Source: an optimization exercise on an open RTL-to-GDS flow (aim: a short achievable clock period and few clock cycles). Production flows keep margins and buffers that such runs may drop.
Function was checked by simulation only, so behaviour that the tests miss may differ from the original.
Power figures rest on the tool's default switching activity, not on a simulated workload.

Design processor, start of the top module:
module processor (
    input  logic                            clock,
    input  logic                            rst,
    output logic [isaPkg::wordWidth-1:0]    address_imem,
    input  logic [isaPkg::wordWidth-1:0]    q_imem,
    output logic [isaPkg::wordWidth-1:0]    address_dmem,
    output logic [isaPkg::wordWidth-1:0]    data,
    output logic                            wren,
    input  logic [isaPkg::wordWidth-1:0]    q_dmem,
    output logic                            ctrl_writeEnable,
    output logic [isaPkg::regAddrWidth-1:0] ctrl_writeReg,
    output logic [isaPkg::regAddrWidth-1:0] ctrl_readRegA,
    output logic [isaPkg::regAddrWidth-1:0] ctrl_readRegB,
    output logic [isaPkg::wordWidth-1:0]    data_writeReg,
    input  logic [isaPkg::wordWidth-1:0]    data_readRegA,
    input  logic [isaPkg::wordWidth-1:0]    data_readRegB
);
Size in the first run: about 3100 cells after synthesis, ~280 I/O pins.
Settings: LEC_CHECK=0, CAP_MARGIN=20, CORE_MARGIN=2, CORE_UTILIZATION=40, SETUP_SLACK_MARGIN=3.0, SLEW_MARGIN=20, SYNTH_HIERARCHICAL=1; clock period 5.5 ns.
run.sh (not shown) runs the stock make flow with config.mk's settings and CLKGATE_MAP_FILE= SYNTH_SCRIPT=/design/flow/synth_recipe.tcl, a recipe that flattens the netlist after the stock synthesis.
Testbench counts at the start, summed over its fixed seeds: cycles 12,772.
Next try:
--- a/flow/design.v
+++ b/flow/design.v
@@ -194,21 +194,24 @@
     logic [9:0]  lo1, tgtLo;
     logic        c1, cTgt;
     logic [7:0]  fImmD, fImmDP1;            
     logic        cImmD;
     addCarry #(.W(10)) uLo1   (.a(pcLo), .b(10'd0),       .cin(1'b1), .sum(lo1),   .cout(c1));
     addCarry #(.W(10)) uTgtLo (.a(pcLo), .b(q_imem[9:0]), .cin(1'b1), .sum(tgtLo), .cout(cTgt));
     assign fImmD = {q_imem[16], q_imem[16:10]};
     addCarry #(.W(8))  uImmD  (.a(fImmD), .b(8'd0), .cin(1'b1), .sum(fImmDP1), .cout(cImmD));
     assign fImm = {{15{q_imem[16]}}, q_imem[16:0]};
     assign pc1  = {c1 ? pcTrueHi1 : pcTrueHi, lo1};
-    assign fPredTaken = fIsBne || (fIsBlt && q_imem[16]);
+    logic [7:0]  bhtValid, bhtTaken;
+    logic        fBltGuess;
+    assign fBltGuess  = bhtValid[pcLo[2:0]] ? bhtTaken[pcLo[2:0]] : q_imem[16];
+    assign fPredTaken = fIsBne || (fIsBlt && fBltGuess);
     logic [9:0]  fNextLo;
     logic [21:0] fNextHi;
     logic [7:0]  fNextD, fNextDP1;
     logic        fNextC;
     always_comb begin
         fNextD   = 8'd0;
         fNextDP1 = 8'd1;
         if (fIsJump) begin
             fNextLo = q_imem[9:0];   fNextHi = {5'd0, q_imem[26:10]};  fNextC = 1'b0;
         end else if (fIsJr) begin
@@ -242,37 +245,39 @@
                 pcDP1 <= fNextDP1;
                 pcC   <= fNextC;
             end
             if (fIsJal) ras <= pc1;      
         end
     end
     logic        xBubble, xLive;
     logic        xWrites, xIsLoad, xIsStore, xIsBne, xIsBlt, xIsJr, xPredTaken;
     logic        xIsAdd, xSub, xUseK, xIsJal;
     logic [4:0]  xDest, xShamt, xPortA, xPortB;
+    logic [2:0]  xBhtIdx;
     logic [3:0]  xLogicSel;
     logic [31:0] xK;                        
     logic [9:0]  xAltLo;
     logic [21:0] xAltHi;
     logic [7:0]  xAltD, xAltDP1;
     logic        xAltC;
     always_ff @(posedge clock) begin
         xBubble <= rst || redirect;
     end
     always_ff @(posedge clock) begin
         xWrites    <= fWrites;
         xIsLoad    <= fIsLoad;
         xIsStore   <= fIsStore;
         xIsBne     <= fIsBne;
         xIsBlt     <= fIsBlt;
         xIsJr      <= fIsJr;
         xPredTaken <= fPredTaken;
+        xBhtIdx    <= pcLo[2:0];
         xIsAdd     <= !(|fAluSel[5:2]) && !fIsJal;
         xSub       <= fAluSel[1];
         xUseK      <= fImmB;
         xIsJal     <= fIsJal;
         xDest      <= fDest;
         xShamt     <= q_imem[11:7];
         xLogicSel  <= fAluSel[5:2];
         xPortA     <= fReadA;
         xPortB     <= fReadB;
         xK         <= fIsJal ? pc1 : fImm;
@@ -324,51 +329,67 @@
     logic        mWrites, mIsLoad, mIsStore, mIsAdd;
     logic [4:0]  mDest;
     logic [31:0] mLog, mStore;
     logic [15:0] mLo, mHi0, mHi1;
     logic        mC16;
     logic        mSelLo, mSelHi0, mSelHi1, mSelLog;   
     logic [9:0]  mAltLo;
     logic [21:0] mAltHi;
     logic [7:0]  mAltD, mAltDP1;
     logic        mAltC;
+    logic        mBltDone, mBltTaken;
+    logic [2:0]  mBhtIdx;
     always_ff @(posedge clock) begin
         if (rst) begin
             mWrites  <= 1'b0;
             mIsLoad  <= 1'b0;
             mIsStore <= 1'b0;
             mBltMiss <= 1'b0;
+            mBltDone <= 1'b0;
         end else begin
             mWrites  <= xGo && xWrites;
             mIsLoad  <= xGo && xIsLoad;
             mIsStore <= xGo && xIsStore;
             mBltMiss <= xGo && bltMiss;
+            mBltDone <= xGo && xIsBlt;
         end
     end
     always_ff @(posedge clock) begin
         mDest   <= xDest;
         mIsAdd  <= xIsAdd;
         mLo     <= sumLo;
         mHi0    <= sumHi0;
         mHi1    <= sumHi1;
         mC16    <= carry16;
         mSelLo  <= !xIsLoad &&  xIsAdd;
         mSelHi0 <= !xIsLoad &&  xIsAdd && !carry16;
         mSelHi1 <= !xIsLoad &&  xIsAdd &&  carry16;
         mSelLog <= !xIsLoad && !xIsAdd;
         mLog    <= logicResult | ({32{xIsJal}} & xK);    
         mStore  <= data_readRegB;
         mAltLo  <= xAltLo;
         mAltHi  <= xAltHi;
         mAltD   <= xAltD;
         mAltDP1 <= xAltDP1;
         mAltC   <= xAltC;
+        mBltTaken <= lt;
+        mBhtIdx   <= xBhtIdx;
+    end
+    always_ff @(posedge clock) begin
+        if (rst) begin
+            bhtValid <= '0;
+        end else if (mBltDone) begin
+            bhtValid[mBhtIdx] <= 1'b1;
+        end
+    end
+    always_ff @(posedge clock) begin
+        if (mBltDone) bhtTaken[mBhtIdx] <= mBltTaken;
     end
     assign address_dmem     = {mC16 ? mHi1 : mHi0, mLo};
     assign data             = mStore;
     assign wren             = mIsStore;
     assign ctrl_writeEnable = mWrites;
     assign ctrl_writeReg    = mDest;
     assign data_writeReg    = ({32{mIsLoad}} & q_dmem)
                             | {({16{mSelHi0}} & mHi0) | ({16{mSelHi1}} & mHi1), {16{mSelLo}} & mLo}
                             | ({32{mSelLog}} & mLog);
 endmodule
Synthesized area is higher by 4.9%. Clock power is lower by about 2%. Cell count is higher by 5.4%. Routed wire length is higher by 2.4%. Via count is higher by 4.2%.
Testbench counts after the change, summed over its fixed seeds: cycles 12,558.

========
Setup of 06-27:
The RTL this note starts from:
==> flow/design.v <==
`default_nettype none
package isaPkg;
    localparam int wordWidth    = 32;
    localparam int regAddrWidth = 5;
    localparam int opWidth      = 5;
    localparam logic [opWidth-1:0] opAlu  = 5'd0;
    localparam logic [opWidth-1:0] opJ    = 5'd1;
    localparam logic [opWidth-1:0] opBne  = 5'd2;
    localparam logic [opWidth-1:0] opJal  = 5'd3;
    localparam logic [opWidth-1:0] opJr   = 5'd4;
    localparam logic [opWidth-1:0] opAddi = 5'd5;
    localparam logic [opWidth-1:0] opBlt  = 5'd6;
    localparam logic [opWidth-1:0] opSw   = 5'd7;
    localparam logic [opWidth-1:0] opLw   = 5'd8;
endpackage
`default_nettype wire
`default_nettype none
module instrDecoder (
    input  logic [31:0] instr,
    output logic [4:0]  readA,       
    output logic [4:0]  readB,       
    output logic        usesA,       
    output logic        usesB,       
    output logic        immB,        
    output logic [4:0]  dest,
    output logic        writes,      
    output logic        isLoad,
    output logic        isStore,
    output logic        isBne,
    output logic        isBlt,
    output logic        isJump,      
    output logic        isJal,
    output logic        isJr,
    output logic [5:0]  aluSel       
);
    logic [4:0] op, rd, funct;
    logic       isAlu, isAddi;
    assign op    = instr[31:27];
    assign rd    = instr[26:22];
    assign funct = instr[6:2];
    assign readA = instr[21:17];
    assign readB = op[1] ? rd : (op[2] ? rd : instr[16:12]);
    assign isAlu   = (op == isaPkg::opAlu);
    assign isAddi  = (op == isaPkg::opAddi);
    assign isLoad  = (op == isaPkg::opLw);
    assign isStore = (op == isaPkg::opSw);
    assign isBne   = (op == isaPkg::opBne);
    assign isBlt   = (op == isaPkg::opBlt);
    assign isJal   = (op == isaPkg::opJal);
    assign isJump  = (op == isaPkg::opJ) || isJal;
    assign isJr    = (op == isaPkg::opJr);
    assign usesA = isAlu || isAddi || isLoad || isStore || isBne || isBlt;
    assign usesB = isAlu || isBne || isBlt || isJr;
    assign immB  = isAddi || isLoad || isStore;
    assign dest   = isJal ? 5'd31 : rd;
    assign writes = (isAlu || isAddi || isLoad || isJal) && (dest != 5'd0);
    always_comb begin
        aluSel = 6'b000001;
        if (isAlu) begin
            case (funct)
                5'd1:    aluSel = 6'b000010;
                5'd2:    aluSel = 6'b000100;
                5'd3:    aluSel = 6'b001000;
                5'd4:    aluSel = 6'b010000;
                5'd5:    aluSel = 6'b100000;
                default: aluSel = 6'b000001;
            endcase
        end
    end
endmodule
`default_nettype wire
`default_nettype none
module alu (
    input  logic [31:0] opA,
    input  logic [31:0] opB,         
    input  logic        sub,         
    input  logic [3:0]  logicSel,    
    input  logic [4:0]  shamt,
    output logic [31:0] sum,
    output logic [31:0] logicResult
);
    logic [31:0] sra;
    adder32 uAdd (.a(opA), .b(opB), .cin(sub), .sum(sum));
    assign sra     = $signed(opA) >>> shamt;    
    assign logicResult = ({32{logicSel[0]}} & (opA & opB))
                       | ({32{logicSel[1]}} & (opA | opB))
                       | ({32{logicSel[2]}} & (opA << shamt))
                       | ({32{logicSel[3]}} & sra);
endmodule
module adder32 (
    input  logic [31:0] a,
    input  logic [31:0] b,
    input  logic        cin,
    output logic [31:0] sum
);
    logic cout;
    addCarry #(.W(32)) uAdd (.a(a), .b(b), .cin(cin), .sum(sum), .cout(cout));
endmodule
module addCarry #(
    parameter int W = 32
) (
    input  logic [W-1:0] a,
    input  logic [W-1:0] b,
    input  logic         cin,
    output logic [W-1:0] sum,
    output logic         cout
);
    logic [W+1:0] sumWide;
    assign sumWide = {1'b0, a, 1'b1} + {1'b0, b, cin};
    assign sum     = sumWide[W:1];
    assign cout    = sumWide[W+1];
endmodule
module notEqual (
    input  logic [31:0] a,
    input  logic [31:0] b,
    output logic        ne
);
    assign ne = |(a ^ b);
endmodule
module lessThan (
    input  logic [31:0] a,
    input  logic [31:0] b,
    output logic        lt
);
    logic [31:0] ua, ub;
    logic [5:0][31:0] l, e;
    assign ua = {~a[31], a[30:0]};
    assign ub = {~b[31], b[30:0]};
    assign l[0] = ~ua & ub;
    assign e[0] = ~(ua ^ ub);
    for (genvar k = 1; k <= 5; k++) begin : level
        for (genvar i = 0; i < (32 >> k); i++) begin : pair
            assign l[k][i] = l[k-1][2*i+1] | (e[k-1][2*i+1] & l[k-1][2*i]);
            assign e[k][i] = e[k-1][2*i+1] & e[k-1][2*i];
        end
        assign l[k][31:(32 >> k)] = '0;
        assign e[k][31:(32 >> k)] = '0;
    end
    assign lt = l[5][0];
endmodule
`default_nettype wire
`default_nettype none
module processor (
    input  logic                            clock,
    input  logic                            rst,
    output logic [isaPkg::wordWidth-1:0]    address_imem,
    input  logic [isaPkg::wordWidth-1:0]    q_imem,
    output logic [isaPkg::wordWidth-1:0]    address_dmem,
    output logic [isaPkg::wordWidth-1:0]    data,
    output logic                            wren,
    input  logic [isaPkg::wordWidth-1:0]    q_dmem,
    output logic                            ctrl_writeEnable,
    output logic [isaPkg::regAddrWidth-1:0] ctrl_writeReg,
    output logic [isaPkg::regAddrWidth-1:0] ctrl_readRegA,
    output logic [isaPkg::regAddrWidth-1:0] ctrl_readRegB,
    output logic [isaPkg::wordWidth-1:0]    data_writeReg,
    input  logic [isaPkg::wordWidth-1:0]    data_readRegA,
    input  logic [isaPkg::wordWidth-1:0]    data_readRegB
);
    logic [31:0] pc1, ras;
    logic [31:0] fImm;
    logic [4:0]  fReadA, fReadB, fDest;
    logic        fUsesA, fUsesB, fImmB, fWrites, fIsLoad, fIsStore;
    logic        fIsBne, fIsBlt, fIsJump, fIsJal, fIsJr, fPredTaken;
    logic [5:0]  fAluSel;
    logic        redirect;
    logic [31:0] redirectPc;
    logic [1:0]  redirectAdj;
    instrDecoder uDecode (
        .instr(q_imem), .readA(fReadA), .readB(fReadB), .usesA(fUsesA), .usesB(fUsesB),
        .immB(fImmB), .dest(fDest), .writes(fWrites), .isLoad(fIsLoad), .isStore(fIsStore),
        .isBne(fIsBne), .isBlt(fIsBlt), .isJump(fIsJump), .isJal(fIsJal), .isJr(fIsJr),
        .aluSel(fAluSel)
    );
    logic [16:0] pcLo;
    logic [14:0] pcHi, pcTrueHi, pcTrueHi1;
    logic [1:0]  pcAdj;                          
    logic [14:0] pcHiP1, pcHiP2, pcHiM1;
    logic        cP1, cP2, cM1;
    assign address_imem = {pcHi, pcLo};
    addCarry #(.W(15)) uHiP1 (.a(pcHi), .b(15'd0),    .cin(1'b1), .sum(pcHiP1), .cout(cP1));
    addCarry #(.W(15)) uHiP2 (.a(pcHi), .b(15'd1),    .cin(1'b1), .sum(pcHiP2), .cout(cP2));
    addCarry #(.W(15)) uHiM1 (.a(pcHi), .b(15'h7fff), .cin(1'b0), .sum(pcHiM1), .cout(cM1));
    always_comb begin
        case (pcAdj)
            2'b01:   begin pcTrueHi = pcHiP1; pcTrueHi1 = pcHiP2; end
            2'b10:   begin pcTrueHi = pcHiM1; pcTrueHi1 = pcHi;   end
            default: begin pcTrueHi = pcHi;   pcTrueHi1 = pcHiP1; end
        endcase
    end
    logic [16:0] lo1, tgtLo;
    logic        c1, cTgt;
    addCarry #(.W(17)) uLo1   (.a(pcLo), .b(17'd0),        .cin(1'b1), .sum(lo1),   .cout(c1));
    addCarry #(.W(17)) uTgtLo (.a(pcLo), .b(q_imem[16:0]), .cin(1'b1), .sum(tgtLo), .cout(cTgt));
    assign fImm = {{15{q_imem[16]}}, q_imem[16:0]};
    assign pc1  = {c1 ? pcTrueHi1 : pcTrueHi, lo1};
    assign fPredTaken = fIsBne || (fIsBlt && q_imem[16]);
    logic [16:0] fNextLo;
    logic [14:0] fNextHi;
    logic [1:0]  fNextAdj;
    always_comb begin
        if (fIsJump) begin
            fNextLo = q_imem[16:0];  fNextHi = {5'd0, q_imem[26:17]};  fNextAdj = 2'b00;
        end else if (fIsJr) begin
            fNextLo = ras[16:0];     fNextHi = ras[31:17];             fNextAdj = 2'b00;
        end else if (fPredTaken) begin
            fNextLo  = tgtLo;        fNextHi = pcTrueHi;
            fNextAdj = (cTgt == q_imem[16]) ? 2'b00 : (cTgt ? 2'b01 : 2'b10);
        end else begin
            fNextLo = lo1;           fNextHi = pcTrueHi;               fNextAdj = {1'b0, c1};
        end
    end
    always_ff @(posedge clock) begin
        if (rst) begin
            pcLo  <= '0;
            pcHi  <= '0;
            pcAdj <= 2'b00;
            ras   <= '0;
        end else begin
            if (redirect) begin
                pcLo  <= redirectPc[16:0];
                pcHi  <= redirectPc[31:17];
                pcAdj <= redirectAdj;
            end else begin
                pcLo  <= fNextLo;
                pcHi  <= fNextHi;
                pcAdj <= fNextAdj;
            end
            if (fIsJal) ras <= pc1;      
        end
    end
    logic        xBubble, xLive;
    logic        xWrites, xIsLoad, xIsStore, xIsBne, xIsBlt, xIsJr, xPredTaken;
    logic        xIsAdd, xSub, xUseK, xZeroA;
    logic [4:0]  xDest, xShamt, xPortA, xPortB;
    logic [3:0]  xLogicSel;
    logic [31:0] xK;                        
    logic [31:0] xAlt;                      
    logic [1:0]  xAltAdj;
    always_ff @(posedge clock) begin
        xBubble <= rst || redirect;
    end
    always_ff @(posedge clock) begin
        xWrites    <= fWrites;
        xIsLoad    <= fIsLoad;
        xIsStore   <= fIsStore;
        xIsBne     <= fIsBne;
        xIsBlt     <= fIsBlt;
        xIsJr      <= fIsJr;
        xPredTaken <= fPredTaken;
        xIsAdd     <= !(|fAluSel[5:2]);
        xSub       <= fAluSel[1];
        xUseK      <= fImmB || fIsJal;
        xZeroA     <= fIsJal;
        xDest      <= fDest;
        xShamt     <= q_imem[11:7];
        xLogicSel  <= fAluSel[5:2];
        xPortA     <= fReadA;
        xPortB     <= fReadB;
        xK         <= fIsJal ? pc1 : fImm;
        if (fIsJr) begin
            xAlt <= ras;                  xAltAdj <= 2'b00;
        end else if (fPredTaken) begin
            xAlt <= {pcTrueHi, lo1};      xAltAdj <= {1'b0, c1};
        end else begin
            xAlt <= {pcTrueHi, tgtLo};
            xAltAdj <= (cTgt == q_imem[16]) ? 2'b00 : (cTgt ? 2'b01 : 2'b10);
        end
    end
    assign xLive         = !xBubble;
    assign ctrl_readRegA = xPortA;         
    assign ctrl_readRegB = xPortB;         
    logic [31:0] opA, opB, sum, logicResult;
    assign opA = xZeroA ? 32'd0 : data_readRegA;
    assign opB = xUseK ? xK : (xSub ? ~data_readRegB : data_readRegB);
    alu uAlu (
        .opA(opA), .opB(opB), .sub(xSub), .logicSel(xLogicSel), .shamt(xShamt),
        .sum(sum), .logicResult(logicResult)
    );
    logic ne, lt, neJr, brMiss, jrMiss, bltMiss, mBltMiss, xGo;
    notEqual uNe   (.a(data_readRegA), .b(data_readRegB), .ne(ne));
    notEqual uNeJr (.a(data_readRegB), .b(xAlt),          .ne(neJr));
    lessThan uLt   (.a(data_readRegB), .b(data_readRegA), .lt(lt));
    assign xGo     = xLive && !mBltMiss;     
    assign brMiss  = xIsBne && !ne;
    assign jrMiss  = xIsJr && neJr;
    assign bltMiss = xIsBlt && (lt != xPredTaken);
    assign redirect    = mBltMiss || (xGo && (brMiss || jrMiss));
    assign redirectPc  = mBltMiss ? mAlt : (xIsJr ? data_readRegB : xAlt);
    assign redirectAdj = mBltMiss ? mAltAdj : (xIsJr ? 2'b00 : xAltAdj);
    logic        mWrites, mIsLoad, mIsStore, mIsAdd;
    logic [4:0]  mDest;
    logic [31:0] mAdd, mLog, mStore, mAlt;
    logic [1:0]  mAltAdj;
    always_ff @(posedge clock) begin
        if (rst) begin
            mWrites  <= 1'b0;
            mIsLoad  <= 1'b0;
            mIsStore <= 1'b0;
            mBltMiss <= 1'b0;
        end else begin
            mWrites  <= xGo && xWrites;
            mIsLoad  <= xGo && xIsLoad;
            mIsStore <= xGo && xIsStore;
            mBltMiss <= xGo && bltMiss;
        end
    end
    always_ff @(posedge clock) begin
        mDest  <= xDest;
        mIsAdd <= xIsAdd;
        mAdd   <= sum;
        mLog   <= logicResult;
        mStore <= data_readRegB;
        mAlt    <= xAlt;
        mAltAdj <= xAltAdj;
    end
    assign address_dmem     = mAdd;
    assign data             = mStore;
    assign wren             = mIsStore;
    assign ctrl_writeEnable = mWrites;
    assign ctrl_writeReg    = mDest;
    assign data_writeReg    = mIsLoad ? q_dmem : (mIsAdd ? mAdd : mLog);
endmodule
`default_nettype wire
export LEC_CHECK = 0
export CAP_MARGIN = 20
export CORE_MARGIN = 2
export CORE_UTILIZATION = 40
export SETUP_SLACK_MARGIN = 3.0
export SLEW_MARGIN = 20
export SYNTH_HIERARCHICAL = 1
create_clock -name core_clock -period 5.5 [get_ports {clock}]
Testbench counts of 06-27, summed over its fixed seeds: cycles 12,772.
Modified inputs, 05-16 compared to 06-27
diff --git a/flow/design.v b/flow/design.v
--- a/flow/design.v
+++ b/flow/design.v
@@ -232,5 +232,5 @@
     logic        xBubble, xLive;
     logic        xWrites, xIsLoad, xIsStore, xIsBne, xIsBlt, xIsJr, xPredTaken;
-    logic        xIsAdd, xSub, xUseK, xZeroA;
+    logic        xIsAdd, xSub, xUseK, xIsJal;
     logic [4:0]  xDest, xShamt, xPortA, xPortB;
     logic [3:0]  xLogicSel;
@@ -249,8 +249,8 @@
         xIsJr      <= fIsJr;
         xPredTaken <= fPredTaken;
-        xIsAdd     <= !(|fAluSel[5:2]);
+        xIsAdd     <= !(|fAluSel[5:2]) && !fIsJal;
         xSub       <= fAluSel[1];
-        xUseK      <= fImmB || fIsJal;
-        xZeroA     <= fIsJal;
+        xUseK      <= fImmB;
+        xIsJal     <= fIsJal;
         xDest      <= fDest;
         xShamt     <= q_imem[11:7];
@@ -272,5 +272,5 @@
     assign ctrl_readRegB = xPortB;         
     logic [31:0] opA, opB, sum, logicResult;
-    assign opA = xZeroA ? 32'd0 : data_readRegA;
+    assign opA = data_readRegA;
     assign opB = xUseK ? xK : (xSub ? ~data_readRegB : data_readRegB);
     alu uAlu (
@@ -310,5 +310,5 @@
         mIsAdd <= xIsAdd;
         mAdd   <= sum;
-        mLog   <= logicResult;
+        mLog   <= logicResult | ({32{xIsJal}} & xK);    
         mStore <= data_readRegB;
         mAlt    <= xAlt;
==> results.txt <==
Tightest slew margin relative to the limit delta for 05-16 relative to 06-27: 6.6 points lower. Summary: with 06-27 as the reference, global-route wire length before repair in 05-16 moved up by a few percent. Going from 06-27 to 05-16, final cell count neither gained nor lost much; via count of the first global-routing pass barely changed; starting density of the core did not really move. Against 06-27, average wire per cell in the routed design in 05-16 rose slightly.
Testbench counts of 05-16, summed over its fixed seeds: cycles 12,772.

## re-timing with driven ports
The results above use ideal ports. As a check the final layouts listed here were re-extracted and re-timed, cells and wires unchanged.
Step 1 assumes that a clkbuf_16 drives the clock port and a buf_2 every other input.
Step 2 times the ports against the registers' clock, not the clock port: input delays grow and output delays shrink by t, the midpoint of the rising clock arrivals with the driver on.
a / b / c = ideal ports / drivers / drivers and shift; a / b = the first two.
run	shift t [ns]	slack for setup (ns)	hold WS [ns]	worst data-port slew with drivers (ns)
the first run of note 1	0.653	2.632 / 2.590 / 2.265	0.325 / 0.325 / 0.325	0.07
the second run of note 1	0.668	2.686 / 2.647 / 2.109	0.327 / 0.327 / 0.327	0.09
06-27	0.626	2.563 / 2.576 / 1.950	0.327 / 0.327 / 0.327	0.11
05-16	0.637	2.544 / 2.565 / 1.927	0.323 / 0.323 / 0.323	0.10
After both steps setup and hold are still met in every run listed. The setup slack of 05-16, which loses most, moves by +0.021 ns with the drivers and by -0.617 ns with both steps.
